This design comes from an exercise in tuning for small area, a short achievable clock period and few clock cycles per item on the open sky130 flow, not from production work. Function was checked by simulation only, so behaviour that the tests miss may differ from the original. Power is estimated from default activity; no workload was simulated.

[flow/run.sh]
#!/bin/bash
# synth_recipe.tcl (not shown) runs the flow's synth.tcl, then flattens the netlist and writes it again
# the make line also repeats each setting of config.mk as NAME=value (left out here)
make -C /OpenROAD-flow-scripts/flow DESIGN_CONFIG=/design/flow/config.mk WORK_HOME=/design/flow/orfs CLKGATE_MAP_FILE= SYNTH_SCRIPT=/design/flow/synth_recipe.tcl finish
[flow/config.mk]
export PLATFORM = sky130hd
export DESIGN_NAME = stable_priority_queue
export DESIGN_NICKNAME = stable_priority_queue
export VERILOG_FILES = /design/flow/design.v
export SDC_FILE = /design/flow/constraint.sdc
export NUM_CORES = 4
export LEC_CHECK = 0
export CAP_MARGIN = 20
export CORE_MARGIN = 2
export CORE_UTILIZATION = 40
export SLEW_MARGIN = 20
[flow/constraint.sdc]
create_clock -name core_clock -period 5.0 [get_ports {clk}]
set_input_delay 1.0000 -clock core_clock [delete_from_list [all_inputs] [get_ports {clk}]]
set_output_delay 1.0000 -clock core_clock [all_outputs]
set_load 0.01 [all_outputs]
[flow/design.v]
package spq_pkg;
    localparam int DEPTH     = 16;
    localparam int DATA_BITS = 8;
    localparam int PRIO_BITS = 8;
    localparam int CNT_BITS  = $clog2(DEPTH + 1);
    localparam int IN_BITS   = DATA_BITS + PRIO_BITS;
    localparam int IN_BYTES  = (IN_BITS + 7) / 8;
    localparam int OUT_BITS  = DATA_BITS + 2 + DATA_BITS + 1 + CNT_BITS;
    localparam int OUT_BYTES = (OUT_BITS + 7) / 8;
    localparam logic MODE_PUSH = 1'b0;
    localparam logic MODE_POP  = 1'b1;
    typedef enum logic [1:0] {
        ST_OK    = 2'd0,
        ST_EMPTY = 2'd1,
        ST_FULL  = 2'd2
    } status_t;
endpackage
module spq_ctrl (
    input  logic clk,
    input  logic rst_n,
    input  logic s_tvalid,
    output logic s_tready,
    output logic m_tvalid,
    input  logic m_tready,
    output logic exec,
    output logic hold_valid
);
    logic in_valid;
    logic out_valid;
    assign s_tready = !(in_valid && hold_valid);
    assign exec     = in_valid && !hold_valid;
    assign m_tvalid = out_valid;
    always_ff @(posedge clk or negedge rst_n)
    begin
        if (!rst_n)
        begin
            in_valid   <= 1'b0;
            out_valid  <= 1'b0;
            hold_valid <= 1'b0;
        end
        else
        begin
            in_valid   <= (s_tvalid && s_tready) || (in_valid && !exec);
            out_valid  <= exec || (out_valid && !(m_tready && !hold_valid));
            hold_valid <= hold_valid ? !m_tready : (exec && out_valid && !m_tready);
        end
    end
endmodule
module spq_datapath (
    input  logic                          clk,
    input  logic                          rst_n,
    input  logic                          load,
    input  logic                          exec,
    input  logic                          hold_valid,
    input  logic                          s_mode,
    input  logic [spq_pkg::DATA_BITS-1:0] s_data,
    input  logic [spq_pkg::PRIO_BITS-1:0] s_prio,
    output logic [23:0]                   result
);
    localparam int D = spq_pkg::DEPTH;
    logic                          in_mode;
    logic [spq_pkg::DATA_BITS-1:0] in_data;
    logic [spq_pkg::PRIO_BITS-1:0] in_prio;
    logic [spq_pkg::DATA_BITS-1:0] slot_data [D];
    logic [spq_pkg::PRIO_BITS-1:0] slot_prio [D];
    logic [spq_pkg::CNT_BITS-1:0]  count;
    logic [spq_pkg::DATA_BITS-1:0] popped;
    logic [1:0]                    status;
    logic [23:0]                   hold;
    logic [23:0]                   live;
    logic [D-1:0] le;
    logic         full;
    logic         empty;
    logic         push_ok;
    logic         pop_ok;
    always_ff @(posedge clk)
    begin
        if (load)
        begin
            in_mode <= s_mode;
            in_data <= s_data;
            in_prio <= s_prio;
        end
    end
    assign full    = count[spq_pkg::CNT_BITS-1];
    assign empty   = (count == '0);
    assign push_ok = exec && (in_mode == spq_pkg::MODE_PUSH) && !full;
    assign pop_ok  = exec && (in_mode == spq_pkg::MODE_POP) && !empty;
    function automatic logic prio_le(input logic [spq_pkg::PRIO_BITS-1:0] a,
                                     input logic [spq_pkg::PRIO_BITS-1:0] b);
        logic gt;
        logic eq;
        gt = 1'b0;
        eq = 1'b1;
        for (int k = spq_pkg::PRIO_BITS - 1; k >= 0; k--)
        begin
            gt = gt | (eq & a[k] & ~b[k]);
            eq = eq & ~(a[k] ^ b[k]);
        end
        prio_le = ~gt;
    endfunction
    logic [D-1:0] valid;
    always_comb
    begin
        for (int i = 0; i < D; i++)
        begin
            valid[i] = count[4] | (count[3:0] > 4'(i));
        end
    end
    always_comb
    begin
        for (int i = 0; i < D; i++)
        begin
            le[i] = valid[i] && prio_le(slot_prio[i], in_prio);
        end
    end
    logic [D-1:0] sel_keep;
    logic [D-1:0] sel_next;
    logic [D-1:0] sel_prev;
    logic [D-1:0] sel_new;
    always_comb
    begin
        for (int i = 0; i < D; i++)
        begin
            sel_next[i] = (i < D - 1) ? pop_ok : 1'b0;
            sel_new[i]  = push_ok && !le[i] && ((i == 0) ? 1'b1 : le[(i > 0) ? i - 1 : 0]);
            sel_prev[i] = push_ok && !le[i] && ((i == 0) ? 1'b0 : !le[(i > 0) ? i - 1 : 0]);
            sel_keep[i] = !(sel_next[i] || sel_new[i] || sel_prev[i]);
        end
    end
    logic [spq_pkg::IN_BITS-1:0] slot_next [D];
    always_comb
    begin
        for (int i = 0; i < D; i++)
        begin
            slot_next[i] = ({spq_pkg::IN_BITS{sel_keep[i]}} & {slot_prio[i], slot_data[i]})
                         | ({spq_pkg::IN_BITS{sel_new[i]}}  & {in_prio, in_data})
                         | ({spq_pkg::IN_BITS{sel_next[i]}} & {slot_prio[(i < D - 1) ? i + 1 : i], slot_data[(i < D - 1) ? i + 1 : i]})
                         | ({spq_pkg::IN_BITS{sel_prev[i]}} & {slot_prio[(i > 0) ? i - 1 : 0], slot_data[(i > 0) ? i - 1 : 0]});
        end
    end
    always_ff @(posedge clk)
    begin
        for (int i = 0; i < D; i++)
        begin
            {slot_prio[i], slot_data[i]} <= slot_next[i];
        end
    end
    always_ff @(posedge clk or negedge rst_n)
    begin
        if (!rst_n)
        begin
            count <= '0;
        end
        else if (push_ok)
        begin
            count <= count + 1'b1;
        end
        else if (pop_ok)
        begin
            count <= count - 1'b1;
        end
    end
    always_ff @(posedge clk)
    begin
        if (exec)
        begin
            popped <= pop_ok ? slot_data[0] : '0;
            if (in_mode == spq_pkg::MODE_PUSH)
                status <= full ? spq_pkg::ST_FULL : spq_pkg::ST_OK;
            else
                status <= empty ? spq_pkg::ST_EMPTY : spq_pkg::ST_OK;
        end
        if (!hold_valid)
        begin
            hold <= live;
        end
    end
    assign live   = {count, !empty, empty ? '0 : slot_data[0], status, popped};
    assign result = hold_valid ? hold : live;
endmodule
module stable_priority_queue (
    input  logic                                clk,
    input  logic                                rst_n,
    input  logic                                s_tvalid,
    output logic                                s_tready,
    input  logic [spq_pkg::IN_BYTES*8-1:0]      s_tdata,
    input  logic                                s_tuser,
    output logic                                m_tvalid,
    input  logic                                m_tready,
    output logic [spq_pkg::OUT_BYTES*8-1:0]     m_tdata
);
    logic exec;
    logic hold_valid;
    spq_ctrl u_ctrl (
        .clk        (clk),
        .rst_n      (rst_n),
        .s_tvalid   (s_tvalid),
        .s_tready   (s_tready),
        .m_tvalid   (m_tvalid),
        .m_tready   (m_tready),
        .exec       (exec),
        .hold_valid (hold_valid)
    );
    spq_datapath u_datapath (
        .clk        (clk),
        .rst_n      (rst_n),
        .load       (s_tready),
        .exec       (exec),
        .hold_valid (hold_valid),
        .s_mode     (s_tuser),
        .s_data     (s_tdata[spq_pkg::DATA_BITS-1:0]),
        .s_prio     (s_tdata[spq_pkg::IN_BITS-1:spq_pkg::DATA_BITS]),
        .result     (m_tdata)
    );
endmodule
==> flow_metrics.env, run 1 <==
export IMPL_outcome="complete, no violations"
export IMPL_n_antenna_cell=0
export IMPL_cp_start_kind="register"
export IMPL_r2r_end="u_datapath.slot_data[8][6]$_DFF_P_"
export IMPL_hp_start="u_datapath.slot_data[15][1]$_DFF_P_"
export IMPL_fin_crit_sh=0.818
export IMPL_finalSetupTns_ps=0
export IMPL_drv_cap=0
export IMPL_reg2reg_depth=7
export IMPL_clkTransAtPathRegs_ps=60
export IMPL_nets=1864
export IMPL_place_area_um2=17000
export IMPL_synth_edf_count=27
export IMPL_skew_ps=17.7
export IMPL_hold_path_class="register to register"
export IMPL_coreArea_um2=40600
export IMPL_maxSlewHeadroom=0.156
export IMPL_dp_hpwl_um=35900
export IMPL_post_cts_buffers=0
export IMPL_hold_depth=2
export IMPL_layout_drive_gt1_share=0.0881
export IMPL_critPathCaptureType="output port"
export IMPL_layout_common_cells="nand2_1, dfxtp_1, o21ai_0"
export IMPL_seq_area_frac_synth=0.404
export IMPL_hold_end="u_datapath.slot_data[15][1]$_DFF_P_"
export IMPL_final_common_cell="nand2_1"
export IMPL_syn_inst=1872
export IMPL_cp_max_fo=14
export IMPL_p_per_area_nw_per_um2=665
export IMPL_overflow=0
export IMPL_cts_buffers_inserted=36
export IMPL_post_cts_resized=0
export IMPL_path_class="register to output port"
export IMPL_clkSinkCount=315
export IMPL_avgSynthCellArea_um2=8.74
export IMPL_p_leak_nw=7.03
export IMPL_cp_data_arrival_time_ps=3090
export IMPL_period_needed_ps=4090
export IMPL_design_area_um2=18100
export IMPL_hold_buffers=0
export IMPL_multi_input_area_um2=8840
export IMPL_area_delta_synth_final_pct=10.7
export IMPL_ys_warn_count=5
export IMPL_dieHeight_um=206
export IMPL_htreeDepth=2
export IMPL_fillCellCount=3877
export IMPL_drt_total_wl_um=53900
export IMPL_initial_core_util=0.403
export IMPL_worstMarginPinSlew_ps=1270
export IMPL_grt_pass1_vias=13616
export IMPL_r2r_start="u_datapath.in_prio[7]$_DFFE_PN_"
export IMPL_portBuffers=46
export IMPL_holdWs_ps=453
export IMPL_routedWlPerCell_um=22.6
export IMPL_dp_cells=2318
export IMPL_rsz0062_at_grt="no"
export IMPL_hold_viol=0
export IMPL_clk_path_buf_depth=3
export IMPL_layout_cells_non_filler=2382
export IMPL_synth_nets=1912
export IMPL_reg2reg_setup_slack_ps=1190
export IMPL_ys_flop_type="dfxtp_1"
export IMPL_insertion_delay_ps=550
export IMPL_viasPerCell=6.20
export IMPL_worstPathRequired_ps=4000
export IMPL_timing_final_ws_setup_ps=910
export IMPL_synth_cell_type_count=83
export IMPL_row_count=74
export IMPL_antenna_found_initial=0
export IMPL_max_freq_ghz=0.244
export IMPL_ir_drop_v=0.000202
export IMPL_cts_tree="yes"
export IMPL_netlist_area_um2=16400
export IMPL_grt_usage=0.250
export IMPL_firstDrtPassIters=6
export IMPL_clock_root_buffer="clkbuf_16"
export IMPL_vias=14760
export IMPL_synth_seq_cells=315
export IMPL_grt_max_degree=109
export IMPL_drt_initial_drc_count=2046
export IMPL_die_w_um=206
export IMPL_dp_slack_ps=1310
export IMPL_async_flop_share=0.0254
export IMPL_ant_nets=0
export IMPL_grt_pass1_wl_um=82600
export IMPL_place_congestion=0.887
export IMPL_die_area_um2=42600
export IMPL_ios=47
export IMPL_layout_area_seq_um2=6620
export IMPL_setup_viol=0
export IMPL_drv_slew=0
export IMPL_route_detailed_drc=0
## where the power goes
part	total (mW)	internal, mW	switching [mW]
Combinational	4.46	2.06	2.40
Sequential	5.04	3.66	1.38
Clock	2.54	1.44	1.09
Total	12.0	7.17	4.88
## metrics by stage
step | power, mW | util
floorplan | 7.97 | -
global placement | 9.31 | 0.418
detailed placement | 9.42 | 0.418
CTS | 12.0 | 0.446
global route | 12.8 | 0.446
finish | 12.0 | 0.446
## cell usage after synthesis (7+ instances only)
cell      number  area, um2
buf_4          8       60.1
o211ai_1      11       82.6
nor3_1        69        345
nand2_1      337       1260
o22ai_1       19        119
buf_2         58        290
clkbuf_1      84        315
inv_1         29        109
a21oi_1       73        365
a211o_1       10       87.6
and3_1        19        119
mux2_2        29        327
a221o_1      155       1550
buf_6         10        113
xnor2_1       17        149
nor2b_1       30        188
mux2i_1       80        801
o21ai_0      169        846
and2_1        16        100
ha_1          18        225
nor2_1        76        285
a22oi_1       21        158
nand3_1       15       75.1
maj3_1        11        110
a211oi_2       7       87.6
a32o_1        15        150
a211oi_1      15        113
nand2b_1      23        144
dfxtp_1      280       5610
dfrtp_1        8        200
a21o_1         7       52.6
a222oi_1      22        220
a21oi_2        7       61.3
edfxtp_1      27        811
## cell type report
class | instances | area share
Clock buffer | 53 | 0.0572
Tap cell | 532 | 0.0367
Timing Repair Buffer | 80 | 0.0416
Sequential cell | 315 | 0.365
Inverter | 35 | 0.00725
Clock inverter | 11 | 0.00394
Multi-Input combinational cell | 1356 | 0.488
## state kept, by name, indices dropped and copies added (netlist names)
name and cells:
u_datapath.slot_data 128, u_datapath.hold 24, u_ctrl.in_valid 1, u_ctrl.hold_valid 1
u_datapath.count 5, u_datapath.in_prio 8, u_datapath.status 2, u_datapath.in_mode 1
u_datapath.in_data 8, u_ctrl.out_valid 1, u_datapath.popped 8, u_datapath.slot_prio 128
## routing by layer
metal,track usage,share of wire
met5,0,0
met4,0.127,0.049
met3,0.0430,0.079
met2,0.357,0.41
met1,0.359,0.46
## worst max path at each step
stage | from | endpoint | slack (ps) | depth (start not counted)
floorplan | u_datapath.count[4]$_DFFE_PN0P_ | u_datapath.count[3]$_DFFE_PN0P_ | 2180 | 12
detailed placement | u_datapath.in_prio[7]$_DFFE_PN_ | u_datapath.slot_data[8][7]$_DFF_P_ | 1310 | 7
CTS | u_datapath.count[2]$_DFFE_PN0P_ | m_tdata[18] | 890 | 4
global route | u_datapath.count[2]$_DFFE_PN0P_ | m_tdata[18] | 700 | 4
global placement | u_datapath.in_prio[7]$_DFFE_PN_ | u_datapath.slot_data[11][2]$_DFF_P_ | 1320 | 9
finish | u_datapath.count[2]$_DFFE_PN0P_ | m_tdata[18] | 910 | 4
## cell families after synthesis
family | share of synthesized area
xor gates and xnor gates | 0.0118
DFF | 0.404
and+or+nand+nor | 0.163
adders and majority gates | 0.0245
AOI/OAI and AO/OA | 0.270
buffers and inverters | 0.0576
muxes | 0.0689
## critical path: stages (launching register included)
cell             delay (ps)
dfrtp_1                 600
nor3_2                  590
nand2_1                 460
mux2_2                  420
clkdlybuf4s50_1         480
Testbench counts, summed over its fixed seeds: cycles 9,616, items 9,600.
==> inputs of run 2 (changes only) <==
--- a/flow/config.mk
+++ b/flow/config.mk
@@ -8,4 +8,5 @@
 export CAP_MARGIN = 20
 export CORE_MARGIN = 2
 export CORE_UTILIZATION = 40
+export SETUP_SLACK_MARGIN = 3.2
 export SLEW_MARGIN = 20
==> run 2 against run 1 <==
Clock skew up 3.5 ps. Non-clock buffer count is 270 higher. Final area up 32%. Die area unchanged. Worst hold slack lost 7.4 ps. Global-route usage up 6.8 points. Sequential share of layout area is 8.8 points lower. Via count grew 18%. First-iteration DRC count grew 38%.
==> flow_metrics.env, run 2 <==
export IMPL_clk_path_buf_depth=3
export IMPL_drv_slew=0
export IMPL_yosysMostFrequentCell="nand2_1"
export IMPL_outcome="complete, no violations"
export IMPL_rsz0062_at_grt="yes"
export IMPL_drt_total_wl_um=71400
export IMPL_netlist_area_um2=16400
export IMPL_die_w_um=206
export IMPL_reg2reg_setup_slack_ps=2150
export IMPL_insertion_delay_ps=550
export IMPL_firstDrtPassIters=9
export IMPL_coreArea_um2=40600
export IMPL_clkTransAtPathRegs_ps=60
export IMPL_reg2reg_depth=13
export IMPL_max_freq_ghz=0.343
export IMPL_hold_path_class="register to register"
export IMPL_syn_inst=1872
export IMPL_power_internal_mw=9.24
export IMPL_p_per_area_nw_per_um2=658
export IMPL_viasPerCell=6.51
export IMPL_initial_core_util=0.403
export IMPL_portBuffers=46
export IMPL_clkSinkCount=315
export IMPL_synth_cell_type_count=83
export IMPL_cp_max_fo=4
export IMPL_nets=2158
export IMPL_r2r_end="u_datapath.slot_data[12][0]$_DFF_P_"
export IMPL_row_count=74
export IMPL_multi_input_area_um2=11000
export IMPL_grt_pass1_vias=16419
export IMPL_dieHeight_um=206
export IMPL_p_sw_frac=0.413
export IMPL_ys_flop_type="dfxtp_1"
export IMPL_seq_area_frac_synth=0.404
export IMPL_dp_hpwl_um=36000
export IMPL_area_delta_synth_final_pct=46.3
export IMPL_drv_cap=0
export IMPL_r2r_start="u_datapath.in_prio[7]$_DFFE_PN_"
export IMPL_synth_area_top_cells="dfxtp_1, a221o_1, nand2_1"
export IMPL_cp_start_kind="register"
export IMPL_combPwrFrac=0.503
export IMPL_synth_compound_area_frac=0.270
export IMPL_vias=17428
export IMPL_worstMarginPinSlew_ps=1170
export IMPL_maxSlewHeadroom=0.219
export IMPL_fillCellCount=3184
export IMPL_layout_common_cells="nand2_1, dfxtp_1, a221o_1"
export IMPL_ant_nets=0
export IMPL_layout_cells_non_filler=2678
export IMPL_yosysTopAreaCell="dfxtp_1"
export IMPL_synth_seq_cells=315
export IMPL_place_congestion=0.897
export IMPL_p_leak_nw=9.50
export IMPL_grt_usage=0.318
export IMPL_critPathCaptureType="output port"
export IMPL_ir_drop_v=0.000319
export IMPL_switchingPower_mw=6.50
export IMPL_drt_initial_drc_count=2821
export IMPL_cp_data_arrival_time_ps=1920
export IMPL_synthTopCellsByCount="nand2_1, dfxtp_1, o21ai_0"
export IMPL_htreeDepth=2
export IMPL_yosys_area_share_simple=0.163
export IMPL_synth_top_family_by_area="compound AO/OA/AOI/OAI gates"
export IMPL_finalPower_mw=15.7
export IMPL_hp_start="u_datapath.hold[11]$_DFF_P_"
export IMPL_path_class="register to output port"
export IMPL_layout_drive_gt1_share=0.346
export IMPL_holdWs_ps=446
export IMPL_hold_end="u_datapath.hold[11]$_DFF_P_"
export IMPL_routedWlPerCell_um=26.7
export IMPL_skew_ps=21.2
export IMPL_clock_root_buffer="clkbuf_16"
export IMPL_synth_edf_count=27
export IMPL_avgSynthCellArea_um2=8.74
export IMPL_route_detailed_drc=0
export IMPL_hold_viol=0
export IMPL_fin_crit_sh=0.583
export IMPL_async_flop_share=0.0254
export IMPL_synth_mux_area_frac=0.0689
export IMPL_fin_util=0.589
export IMPL_power_frac_seq=0.327
export IMPL_grt_pass1_wl_um=103000
export IMPL_cts_tree="yes"
export IMPL_synth_nets=1912
export IMPL_synthXorXnorAreaFrac=0.0118
export IMPL_hold_buffers=0
export IMPL_ys_warn_count=5
export IMPL_hold_depth=2
export IMPL_synth_adder_area_share=0.0245
export IMPL_synth_top_area_frac=0.342
export IMPL_power_frac_clock=0.171
export IMPL_dp_cells=2319
export IMPL_grt_max_degree=66
export IMPL_layout_area_seq_um2=6630
export IMPL_worstPathRequired_ps=4000
export IMPL_die_area_um2=42600
export IMPL_ios=47
export IMPL_antenna_found_initial=1
export IMPL_cts_buffers_inserted=36
export IMPL_finalSetupTns_ps=0
export IMPL_overflow=0
export IMPL_period_needed_ps=2920
export IMPL_final_common_cell="nand2_1"
export IMPL_setup_viol=0
## run 2: cell count changes in the layout (fill, tap and decap cells not counted), sizes merged, moves of 5 or more
cell / change
buf: +287
clkinv: +5
clkdlybuf4s50: -26
nand2: +6
inv: -5
bufbuf: +5
## run 2: power by group through the flow
stage          sequential (mW)  clock (mW)  combinational (mW)
2_1_floorplan             4.43           0                3.81
3_3_place_gp              5.03           0                4.49
4_1_cts                   4.97        2.70                6.85
6_report                  5.14        2.69                7.91
3_5_place_dp              5.04           0                4.57
5_1_grt                   5.20        2.81                8.34
## run 2: worst max-delay path by stage
stage	end	slack [ps]	cells after the start	start
finish	m_tdata[18]	2080	5	u_datapath.count[2]$_DFFE_PN0P_
global route	m_tdata[18]	2060	5	u_datapath.count[2]$_DFFE_PN0P_
CTS	m_tdata[18]	2050	5	u_datapath.count[2]$_DFFE_PN0P_
detailed placement	m_tdata[18]	1470	4	u_datapath.count[2]$_DFFE_PN0P_
global placement	m_tdata[18]	1470	4	u_datapath.count[2]$_DFFE_PN0P_
floorplan	u_datapath.slot_prio[5][1]$_DFF_P_	2400	9	u_datapath.in_prio[7]$_DFFE_PN_
## run 2: critical path, cell delays in order, from the launching register on
cell and delay (ps):
dfrtp_4 500, nor3_4 210, nand2_4 130, buf_6 140
mux2_4 270, buf_6 120
## run 2: layout make-up
class,instances,share of cell area
multi-input combinational,1380,0.460
sequential,315,0.277
timing repair buffer,350,0.179
clock buffer,52,0.0449
tap,532,0.0278
inverter,35,0.00690
clock inverter,13,0.00450
antenna,1,0.000105
## run 2: metrics by stage
| stage | worst slack [ps] | area (um2) |
|---|---|---|
| 2_1_floorplan | 2400 | 16900 |
| 3_3_place_gp | 1470 | 17300 |
| 3_5_place_dp | 1470 | 17300 |
| 4_1_cts | 2050 | 22800 |
| 5_1_grt | 2060 | 23900 |
| 6_report | 2080 | 23900 |
## run 2: routing by layer
metal	GRT usage	part of all wire	vias up	wire, um
li1	-	-	7516	-
met4	0.193	0.068	0	4890
met2	0.468	0.43	1268	30600
met1	0.417	0.39	8294	27700
met5	0	0	-	0
met3	0.0812	0.12	350	8230
## run 2: cells by family (layout without fill, tap and decap cells)
family / Yosys count / after routing
flip-flops: 315 / 315
adder cells (fa/ha/maj): 34 / 34
AO/OA/AOI/OAI: 587 / 595
other: 0 / 1
buffers and inverters: 201 / 450
XOR/XNOR: 22 / 22
AND/OR/NAND/NOR: 604 / 620
multiplexers: 109 / 109
## run 2: repair_timing
action	4_1_cts	5_1_grt
gates cloned	48	6
setup endpoints to repair	331	295
resized for setup	546	154
setup buffers	201	38
pin swaps	154	89
endpoints found under the hold margin	0	0

[separate check: timing with driven ports]
No port has a modelled driver above. Below, the same layouts with a new extraction and two added sets of constraints.
Step 1 assumes that a clkbuf_16 drives the clock port and a buf_2 every other input.
Step 2 times the ports against the registers' clock, not the clock port: input delays grow and output delays shrink by t, the midpoint of the rising clock arrivals with the driver on.
Slacks: ideal / step 1 / step 2; pairs: ideal / step 1.
| run | t (ns) | setup WS [ns] | worst setup path after step 2 |
|---|---|---|---|
| run 1 | 0.593 | 0.910 / 0.861 / 1.193 | register to register |
| run 2 | 0.603 | 2.083 / 2.025 / 2.147 | register to register |
After both steps setup and hold are still met in every run listed.
